This design comes from an exercise in tuning for small area, a short achievable clock period and few clock cycles per item on the open sky130 flow, not from production work.
Only simulation tests tie the RTL to the original design; equivalence was not proved.
Power and IR drop assume default switching activity.

--- flow/constraint.sdc ---
create_clock -name core_clock -period 10.0 [get_ports {clk}]
set_input_delay 2.0000 -clock core_clock [delete_from_list [all_inputs] [get_ports {clk}]]
set_output_delay 2.0000 -clock core_clock [all_outputs]
set_load 0.01 [all_outputs]
--- flow/config.mk ---
export PLATFORM = sky130hd
export DESIGN_NAME = conv_engine
export DESIGN_NICKNAME = conv_engine
export VERILOG_FILES = /design/flow/design.v
export SDC_FILE = /design/flow/constraint.sdc
export NUM_CORES = 4
export LEC_CHECK = 0
export CAP_MARGIN = 20
export CORE_MARGIN = 2
export CORE_UTILIZATION = 40
export SLEW_MARGIN = 20
--- flow/run.sh ---
#!/bin/bash
# synth_recipe.tcl (not shown) runs the flow's synth.tcl, then flattens the netlist and writes it again
# the make line also repeats each setting of config.mk as NAME=value (left out here)
make -C /OpenROAD-flow-scripts/flow DESIGN_CONFIG=/design/flow/config.mk WORK_HOME=/design/flow/orfs CLKGATE_MAP_FILE= SYNTH_SCRIPT=/design/flow/synth_recipe.tcl finish
--- flow/design.v ---
`default_nettype none
package fu_ctrl_pkg;
	typedef enum logic [1:0] {
		OP_LINEAR,
		OP_LEAKY,
		OP_LEAKY_POOL
	} fu_op_e;
	typedef enum logic [2:0] {
		S_IDLE,
		S_LOAD,
		S_DRAIN,
		S_EMIT
	} fu_state_e;
endpackage
`default_nettype wire
`default_nettype none
package fu_data_pkg;
	typedef logic signed [16-1:0] lane_t;
	typedef lane_t [4-1:0] lane_vec_t;
	typedef logic signed [2*16-1:0] prod_t;
endpackage
`default_nettype wire
`default_nettype none
`timescale 1ns/10ps
module fu_controller (
	input  wire                           clk,
	input  wire                           rst_n,
	input  wire                           start,
	input  wire fu_ctrl_pkg::fu_op_e                   op,
	input  wire                           in_valid,
	input  wire                           in_last,
	output logic                          in_ready,
	output logic                          shift_en,
	output logic                          clear_acc,
	output logic [$clog2(4)-1:0]   row_sel,
	output logic                          row_valid,
	output logic                          row_last,
	input  wire                           row_ready,
	input  wire                           out_fire,
	output fu_ctrl_pkg::fu_op_e                        cur_op,
	output logic                          done
);
	localparam int DRAIN_W = $clog2((2 * 4));
	localparam int ROW_W = $clog2(4);
	localparam logic [DRAIN_W-1:0] DRAIN_LAST = DRAIN_W'((2 * 4) - 1);
	localparam logic [ROW_W:0] ROWS = (ROW_W + 1)'(4);
	fu_ctrl_pkg::fu_state_e          state_q;
	logic [DRAIN_W-1:0] drain_q;
	logic [ROW_W:0]     row_q;
	logic               beat_fire;
	logic               row_fire;
	assign in_ready = (state_q == fu_ctrl_pkg::S_LOAD);
	assign beat_fire = in_valid && in_ready;
	assign shift_en = beat_fire || (state_q == fu_ctrl_pkg::S_DRAIN);
	assign clear_acc = (state_q == fu_ctrl_pkg::S_IDLE) && start;
	assign row_sel = row_q[ROW_W-1:0];
	assign row_valid = (state_q == fu_ctrl_pkg::S_EMIT) && (row_q != ROWS);
	assign row_last = (row_q == ROWS - 1'b1);
	assign row_fire = row_valid && row_ready;
	always_ff @(posedge clk or negedge rst_n) begin
		if (!rst_n) begin
			state_q <= fu_ctrl_pkg::S_IDLE;
			drain_q <= '0;
			row_q <= '0;
			cur_op <= fu_ctrl_pkg::OP_LINEAR;
			done <= 1'b0;
		end else begin
			done <= 1'b0;
			case (state_q)
				fu_ctrl_pkg::S_IDLE: begin
					if (start) begin
						cur_op <= op;
						state_q <= fu_ctrl_pkg::S_LOAD;
					end
				end
				fu_ctrl_pkg::S_LOAD: begin
					if (beat_fire && in_last) begin
						drain_q <= '0;
						state_q <= fu_ctrl_pkg::S_DRAIN;
					end
				end
				fu_ctrl_pkg::S_DRAIN: begin
					if (drain_q == DRAIN_LAST) begin
						row_q <= '0;
						state_q <= fu_ctrl_pkg::S_EMIT;
					end else begin
						drain_q <= drain_q + 1'b1;
					end
				end
				fu_ctrl_pkg::S_EMIT: begin
					if (row_fire) begin
						row_q <= row_q + 1'b1;
					end
					if (out_fire) begin
						done <= 1'b1;
						state_q <= fu_ctrl_pkg::S_IDLE;
					end
				end
				default: state_q <= fu_ctrl_pkg::S_IDLE;
			endcase
		end
	end
endmodule
`default_nettype wire
`default_nettype none
`timescale 1ns/10ps
module operand_skew (
	input  wire            clk,
	input  wire            rst_n,
	input  wire            shift_en,
	input  wire [4-1:0][16-1:0] vec_in,
	output logic [4-1:0][16-1:0]      vec_out
);
	for (genvar i = 0; i < 4; i++) begin : g_lane
		if (i == 0) begin : g_direct
			assign vec_out[0] = vec_in[0];
		end else begin : g_delay
			fu_data_pkg::lane_t tap_q [i];
			always_ff @(posedge clk or negedge rst_n) begin
				if (!rst_n) begin
					for (int s = 0; s < i; s++) begin
						tap_q[s] <= '0;
					end
				end else if (shift_en) begin
					tap_q[0] <= vec_in[i];
					for (int s = 1; s < i; s++) begin
						tap_q[s] <= tap_q[s-1];
					end
				end
			end
			assign vec_out[i] = tap_q[i-1];
		end
	end
endmodule
`default_nettype wire
`default_nettype none
`timescale 1ns/10ps
module pe_array (
	input  wire                          clk,
	input  wire                          rst_n,
	input  wire                          shift_en,
	input  wire                          clear_acc,
	input  wire [4-1:0][16-1:0]               ifm_edge,
	input  wire [4-1:0][16-1:0]               wgt_edge,
	input  wire [$clog2(4)-1:0]   row_sel,
	output logic [4-1:0][16-1:0]                    row_data
);
	fu_data_pkg::lane_t a_q [4][4-1];
	fu_data_pkg::lane_t b_q [4-1][4];
	fu_data_pkg::lane_t acc_q [4][4];
	for (genvar r = 0; r < 4; r++) begin : g_row
		for (genvar c = 0; c < 4; c++) begin : g_col
			fu_data_pkg::lane_t a_in;
			fu_data_pkg::lane_t b_in;
			fu_data_pkg::prod_t prod;
			if (c == 0) begin : g_a_edge
				assign a_in = ifm_edge[r];
			end else begin : g_a_fwd
				assign a_in = a_q[r][c-1];
			end
			if (r == 0) begin : g_b_edge
				assign b_in = wgt_edge[c];
			end else begin : g_b_fwd
				assign b_in = b_q[r-1][c];
			end
			assign prod = a_in * b_in;
			always_ff @(posedge clk) begin
				if (clear_acc) begin
					acc_q[r][c] <= '0;
				end else if (shift_en) begin
					acc_q[r][c] <= acc_q[r][c] + fu_data_pkg::lane_t'(prod >>> 9);
				end
			end
			if (c < 4 - 1) begin : g_a_reg
				always_ff @(posedge clk or negedge rst_n) begin
					if (!rst_n) begin
						a_q[r][c] <= '0;
					end else if (clear_acc) begin
						a_q[r][c] <= '0;
					end else if (shift_en) begin
						a_q[r][c] <= a_in;
					end
				end
			end
			if (r < 4 - 1) begin : g_b_reg
				always_ff @(posedge clk or negedge rst_n) begin
					if (!rst_n) begin
						b_q[r][c] <= '0;
					end else if (clear_acc) begin
						b_q[r][c] <= '0;
					end else if (shift_en) begin
						b_q[r][c] <= b_in;
					end
				end
			end
		end
	end
	always_comb begin
		for (int c = 0; c < 4; c++) begin
			row_data[c] = acc_q[row_sel][c];
		end
	end
endmodule
`default_nettype wire
`default_nettype none
`timescale 1ns/10ps
module leaky_relu_stage (
	input  wire         clk,
	input  wire         rst_n,
	input  wire fu_ctrl_pkg::fu_op_e cur_op,
	input  wire         up_valid,
	output logic        up_ready,
	input  wire [4-1:0][16-1:0] up_data,
	input  wire         up_last,
	output logic        dn_valid,
	input  wire         dn_ready,
	output logic [4-1:0][16-1:0]   dn_data,
	output logic        dn_last
);
	logic      full_q;
	logic      in_fire;
	logic      leaky_on;
	fu_data_pkg::prod_t     scaled [4];
	logic [4-1:0][16-1:0] act_vec;
	assign leaky_on = (cur_op == fu_ctrl_pkg::OP_LEAKY) || (cur_op == fu_ctrl_pkg::OP_LEAKY_POOL);
	assign up_ready = !full_q || dn_ready;
	assign in_fire = up_valid && up_ready;
	assign dn_valid = full_q;
	always_comb begin
		for (int i = 0; i < 4; i++) begin
			scaled[i] = $signed(up_data[i]) * 5;
			if (leaky_on && up_data[i][16-1]) begin
				act_vec[i] = fu_data_pkg::lane_t'(scaled[i] >>> 9);
			end else begin
				act_vec[i] = up_data[i];
			end
		end
	end
	always_ff @(posedge clk or negedge rst_n) begin
		if (!rst_n) begin
			full_q <= 1'b0;
		end else begin
			full_q <= in_fire || (full_q && !dn_ready);
		end
	end
	always_ff @(posedge clk) begin
		if (in_fire) begin
			dn_data <= act_vec;
			dn_last <= up_last;
		end
	end
endmodule
`default_nettype wire
`default_nettype none
`timescale 1ns/10ps
module maxpool_stage (
	input  wire         clk,
	input  wire         rst_n,
	input  wire fu_ctrl_pkg::fu_op_e cur_op,
	input  wire         up_valid,
	output logic        up_ready,
	input  wire [4-1:0][16-1:0] up_data,
	input  wire         up_last,
	output logic        out_valid,
	input  wire         out_ready,
	output logic [4-1:0][16-1:0]   out_data,
	output logic        out_last
);
	logic      pool_on;
	logic      odd_q;
	logic      hold_even;
	logic      full_q;
	logic      in_fire;
	logic [4-1:0][16-1:0] even_q;
	logic [4-1:0][16-1:0] pool_word;
	function automatic fu_data_pkg::lane_t lane_max(input fu_data_pkg::lane_t a, input fu_data_pkg::lane_t b);
		lane_max = (a > b) ? a : b;
	endfunction
	assign pool_on = (cur_op == fu_ctrl_pkg::OP_LEAKY_POOL);
	assign hold_even = pool_on && !odd_q;
	assign up_ready = hold_even || !full_q || out_ready;
	assign in_fire = up_valid && up_ready;
	assign out_valid = full_q;
	always_comb begin
		pool_word = '0;
		for (int j = 0; j < 4 / 2; j++) begin
			pool_word[j] = lane_max(lane_max(even_q[2*j], even_q[2*j+1]),
				lane_max(up_data[2*j], up_data[2*j+1]));
		end
	end
	always_ff @(posedge clk or negedge rst_n) begin
		if (!rst_n) begin
			full_q <= 1'b0;
			odd_q <= 1'b0;
		end else begin
			full_q <= (in_fire && !hold_even) || (full_q && !out_ready);
			if (in_fire && pool_on) begin
				odd_q <= !odd_q;
			end
		end
	end
	always_ff @(posedge clk) begin
		if (in_fire && hold_even) begin
			even_q <= up_data;
		end
		if (in_fire && !hold_even) begin
			out_data <= pool_on ? pool_word : up_data;
			out_last <= up_last;
		end
	end
endmodule
`default_nettype wire
`default_nettype none
`timescale 1ns/10ps
module conv_engine (
	input  wire                                 clk,
	input  wire                                 rst_n,
	input  wire                                 start,
	input  wire [1:0]                           op,
	input  wire                                 in_valid,
	output logic                                in_ready,
	input  wire [4*16-1:0]       in_ifm,
	input  wire [4*16-1:0]       in_wgt,
	input  wire                                 in_last,
	output logic                                out_valid,
	input  wire                                 out_ready,
	output logic [4*16-1:0]      out_data,
	output logic                                out_last,
	output logic                                done
);
	logic                        shift_en;
	logic                        clear_acc;
	logic [$clog2(4)-1:0] row_sel;
	fu_ctrl_pkg::fu_op_e                      cur_op;
	logic [4-1:0][16-1:0]                   ifm_edge;
	logic [4-1:0][16-1:0]                   wgt_edge;
	logic [4-1:0][16-1:0]                   in_ifm_v;
	logic [4-1:0][16-1:0]                   in_wgt_v;
	logic [4-1:0][16-1:0]                   out_data_v;
	logic                        row_valid;
	logic                        row_ready;
	logic [4-1:0][16-1:0]                   row_data;
	logic                        row_last;
	logic                        act_valid;
	logic                        act_ready;
	logic [4-1:0][16-1:0]                   act_data;
	logic                        act_last;
	assign in_ifm_v = in_ifm;
	assign in_wgt_v = in_wgt;
	assign out_data = out_data_v;
	fu_controller u_controller (
		.clk       (clk),
		.rst_n     (rst_n),
		.start     (start),
		.op        (fu_ctrl_pkg::fu_op_e'(op)),
		.in_valid  (in_valid),
		.in_last   (in_last),
		.in_ready  (in_ready),
		.shift_en  (shift_en),
		.clear_acc (clear_acc),
		.row_sel   (row_sel),
		.row_valid (row_valid),
		.row_last  (row_last),
		.row_ready (row_ready),
		.out_fire  (out_valid && out_ready && out_last),
		.cur_op    (cur_op),
		.done      (done)
	);
	operand_skew u_ifm_skew (
		.clk      (clk),
		.rst_n    (rst_n),
		.shift_en (shift_en),
		.vec_in   (in_ready ? in_ifm_v : '0),
		.vec_out  (ifm_edge)
	);
	operand_skew u_wgt_skew (
		.clk      (clk),
		.rst_n    (rst_n),
		.shift_en (shift_en),
		.vec_in   (in_ready ? in_wgt_v : '0),
		.vec_out  (wgt_edge)
	);
	pe_array u_pe_array (
		.clk       (clk),
		.rst_n     (rst_n),
		.shift_en  (shift_en),
		.clear_acc (clear_acc),
		.ifm_edge  (ifm_edge),
		.wgt_edge  (wgt_edge),
		.row_sel   (row_sel),
		.row_data  (row_data)
	);
	leaky_relu_stage u_leaky_relu (
		.clk    (clk),
		.rst_n  (rst_n),
		.cur_op (cur_op),
		.up_valid (row_valid),
		.up_ready (row_ready),
		.up_data  (row_data),
		.up_last  (row_last),
		.dn_valid (act_valid),
		.dn_ready (act_ready),
		.dn_data  (act_data),
		.dn_last  (act_last)
	);
	maxpool_stage u_maxpool (
		.clk       (clk),
		.rst_n     (rst_n),
		.cur_op    (cur_op),
		.up_valid  (act_valid),
		.up_ready  (act_ready),
		.up_data   (act_data),
		.up_last   (act_last),
		.out_valid (out_valid),
		.out_ready (out_ready),
		.out_data  (out_data_v),
		.out_last  (out_last)
	);
endmodule
`default_nettype wire
==> run notes <==
- Result of the run: finished clean
- Num rows: ~240
- Die Y: between 600 and 700 um
- DR pass1 iterations: 9
- Grt ovf: 0
- Per-cell routed wire length: ~20 um
- Final HPWL DP: 410,100 um
- Tcrit/Tclk final: 90.37%
- Core area: 0.4424 mm2
- GR Util All Layers: 23.35%
- Clk buf depth: 4
- Final core occ: a little over two fifths
- Crit-path slowest cell: dfrtp_1
- RSZ-0062 raised after global routing: false
- Worst setup EP type: flop
- DIE AREA: around 0.45 mm2
- Critical Path RT: 10.70 ns
- Final Setup Violations: 0
- Drt total wl: approximately 520,000 um
- Pre-CTS WS: a little under 0.3 ns
- Setup TNS: 0 ns
- WS Path Type: reg2reg
- Gpl congestion: between 0.9 and 1
- Fin worst setup slack: 0.9634 ns
- CP max FO: 18
- Vias post-DR: 132,929
- Most common cell after layout, fill and taps aside: inv_1
- Worst setup SP type: flop
- Final Max Slew Viols: 0
- H-tree levels: 4
- P per Cell Area: approximately 210 mW/mm2
- CP arrival: between 9 and 10 ns
- Crit path largest cell delay: 0.95 ns
- Port bufs: slightly above 200
- Dominant cell type by area after synthesis: fa_1
- Synth top area share: a little over a third
- Synthesized flop and latch total: 1,040
- Post-route DRC violation count: 0
- Share of cells above drive strength 1: 3.160%
- Mapped Cells: 20,124
- # hold bufs at CTS: 0
- Post-layout min period: ~9.0 ns
- Clk sinks: 1,040
- LEAKAGE: 92.90 nW
- Slew @ Worst Pin: 1.187 ns
- Clock Latency Late Sink: 0.86 ns
- Sequential-to-total area share from yosys stat: 14.46%
- Most frequent cells in the layout: inv_1 (4,073), nand2_1 (3,624), fa_1 (3,168)
- Syn avg cell area: 8.839 um2
- Synthesized Nets: 25,024
- F_max: 110.7 MHz
- Worst vdd ir: about 360 uV
- Leading post-synthesis cells by cell area: fa_1 (36%), ha_1 (11%), inv_1 (8.6%), dfrtp_1 (8.3%), nand2_1 (7.6%)
- IO Count: just over 200
- Post-Syn Area: 0.1779 mm2
- FFs w/ async S/R, synth: 56.73%
- First-pass GRT wire length: 819,700 um
- Worst rel slew slack: 20.85%
- Fin. Hold Viols: 0
- Most frequent CP cell: fa_1
- Die X: 670.9 um
- Clock Skews: 0.06015 ns
- Resized Gates After CTS: 0
- Postcts setup bufs: 0
- Initial antenna violation count: 21
- Synth cell types: 89
- EDFF count, synth: 194
- Initial core utilization: between 40% and 50%
- Initial drt markers: 9,211
- CTS root buf: clkbuf_16
- CTS buffer count: 139
- Ys flop type: dfrtp_1
- Vias in the first global route: ~140k
- Worst Hold Margin: between 0.4 and 0.5 ns
- Syn-to-layout area delta: 7.207%
- Clk slew on worst S/H paths: 0.06 ns
- Via density: 5.147
- CTS tree: done
- Maximum number of pins on one net before global-route repair: about 190
- Final net count: 24,710
- Synthesis Warnings: 12
- Maxcap violations: 0
- FILL cells: roughly 44,000
- HP Class: reg2reg
- Post-route ant nets: 0
==> cells by family (layout without fill, tap and decap cells) <==
logic type | after synthesis | in the layout | synth area share [%]
buf+inv | 5025 | 4809 | 10.62
mux | 97 | 97 | 0.5775
xor+xnor | 795 | 795 | 3.914
simple gates | 6555 | 6555 | 17.11
other cells | 0 | 12 | 0
fa+ha+maj | 4764 | 4764 | 46.88
flops | 1040 | 1040 | 14.46
compound gates | 1848 | 1848 | 6.446
==> stage by stage <==
stage                     area (um2)  std cells  power, mW
after global routing          190700      25817      43.19
after CTS                     190700      25812      39.82
final                         190700      25824      39.84
after detailed placement      186100      25573      34.52
after global placement        186100      25573      34.21
after floorplan               177900      20124      25.21
==> area by class of cell <==
| cell class | instances | area (um2) | share of cell area (%) |
|---|---|---|---|
| timing repair buffer | 496 | 4374 | 2.294 |
| inverter | 4074 | 15290 | 8.019 |
| clock inverter | 54 | 530.5 | 0.2782 |
| multi-input combinational | 14059 | 133400 | 69.94 |
| antenna | 12 | 30.03 | 0.01575 |
| clock buffer | 185 | 4000 | 2.098 |
| sequential | 1040 | 25710 | 13.48 |
| tap | 5904 | 7387 | 3.874 |
==> routing by layer <==
layer / global-route usage (%) / vias to the layer above / share of wire, %
met1: 31.85 / 68090 / 43
met2: 38.61 / 3892 / 47
met4: 7.626 / 6 / 3.8
met5: 0 / - / 0.0073
li1: - / 60187 / -
met3: 2.817 / 754 / 6.3
==> worst max-delay path: cells and delay by family, from the launching register on <==
family | cells | cell delay, ns
simple gates | 6 | 0.96
compound gates | 12 | 2.83
fa+ha+maj | 8 | 3.73
xor+xnor | 3 | 0.38
flops | 1 | 0.95
buf+inv | 1 | 0.05
==> flip-flops by register name (all words and copies together) (netlist names) <==
| name | count |
|---|---|
| u_leaky_relu.full_q | 1 |
| u_pe_array.b_q | 192 |
| u_controller.state_q | 2 |
| u_wgt_skew.g_lane.g_delay.tap_q | 96 |
| u_maxpool.odd_q | 1 |
| u_leaky_relu.dn_last | 1 |
| u_pe_array.a_q | 192 |
| u_maxpool.full_q | 1 |
| u_maxpool.even_q | 64 |
| u_maxpool.out_last | 1 |
| u_controller.cur_op | 2 |
| u_controller.row_q | 3 |
| u_maxpool.out_data | 64 |
| u_controller.drain_q | 3 |
| u_pe_array.acc_q | 256 |
| u_leaky_relu.dn_data | 64 |
| u_controller.done | 1 |
| u_ifm_skew.g_lane.g_delay.tap_q | 96 |
==> cell usage after synthesis (all sizes together), types with 75 or more instances <==
| cell type | instances |
|---|---|
| a21o | 155 |
| and3 | 143 |
| nor2b | 89 |
| dfrtp | 590 |
| nor2 | 449 |
| a21oi | 874 |
| a22oi | 99 |
| xnor2 | 634 |
| nand3 | 233 |
| ha | 1596 |
| edfxtp | 194 |
| fa | 3168 |
| nand2 | 3626 |
| o21ai | 222 |
| clkbuf | 898 |
| and2 | 1622 |
| a31oi | 75 |
| xor2 | 161 |
| o21a | 96 |
| dfxtp | 256 |
| nand2b | 151 |
| nor3 | 111 |
| inv | 4073 |
==> power breakdown <==
part,internal (mW),switching (mW)
Clock,2.98,2.15
Combinational,9.67,15.0
Sequential,5.75,4.24
Total,18.4,21.4
==> final timing paths <==
check | cells after the start | from | endpoint | slack (ns)
setup reg to reg | 30 | u_pe_array.a_q[10][9]$_DFFE_PN0P_ | u_pe_array.acc_q[14][15]$_SDFFE_PP0P_ | 0.96
setup / recovery | 30 | u_pe_array.a_q[10][9]$_DFFE_PN0P_ | u_pe_array.acc_q[14][15]$_SDFFE_PP0P_ | 0.96
max in group asynchronous | 3 | rst_n | u_ifm_skew.g_lane[1].g_delay.tap_q[0][12]$_DFFE_PN0P_ | 6.98
min in group asynchronous | 1 | rst_n | u_pe_array.b_q[3][2]$_DFFE_PN0P_ | 1.06
hold / removal | 2 | u_wgt_skew.g_lane[3].g_delay.tap_q[0][12]$_DFFE_PN0P_ | u_wgt_skew.g_lane[3].g_delay.tap_q[1][12]$_DFFE_PN0P_ | 0.42
hold reg to reg | 2 | u_wgt_skew.g_lane[3].g_delay.tap_q[0][12]$_DFFE_PN0P_ | u_wgt_skew.g_lane[3].g_delay.tap_q[1][12]$_DFFE_PN0P_ | 0.42
Testbench counts, summed over its fixed seeds: cycles 8,923, tiles 384.

## separate check: timing with driven ports
Ports are ideal in the flow. The routed layout listed here was re-timed in OpenROAD.
Step 1 assumes that a clkbuf_16 drives the clock port and a buf_2 every other input.
Step 2 times the ports against the registers' clock, not the clock port: input delays grow and output delays shrink by t, the midpoint of the rising clock arrivals with the driver on.
Slacks: no drivers / after step 1 / after step 2; pairs: no drivers / after step 1.
t (ns): 0.943
setup slack, ns: 0.963 / 0.963 / 0.279
cell pins on the clock port's net: 1
After both steps this run still meets setup and hold. The setup slack of this run moves by 0.000 ns with the drivers and by -0.684 ns with both steps.
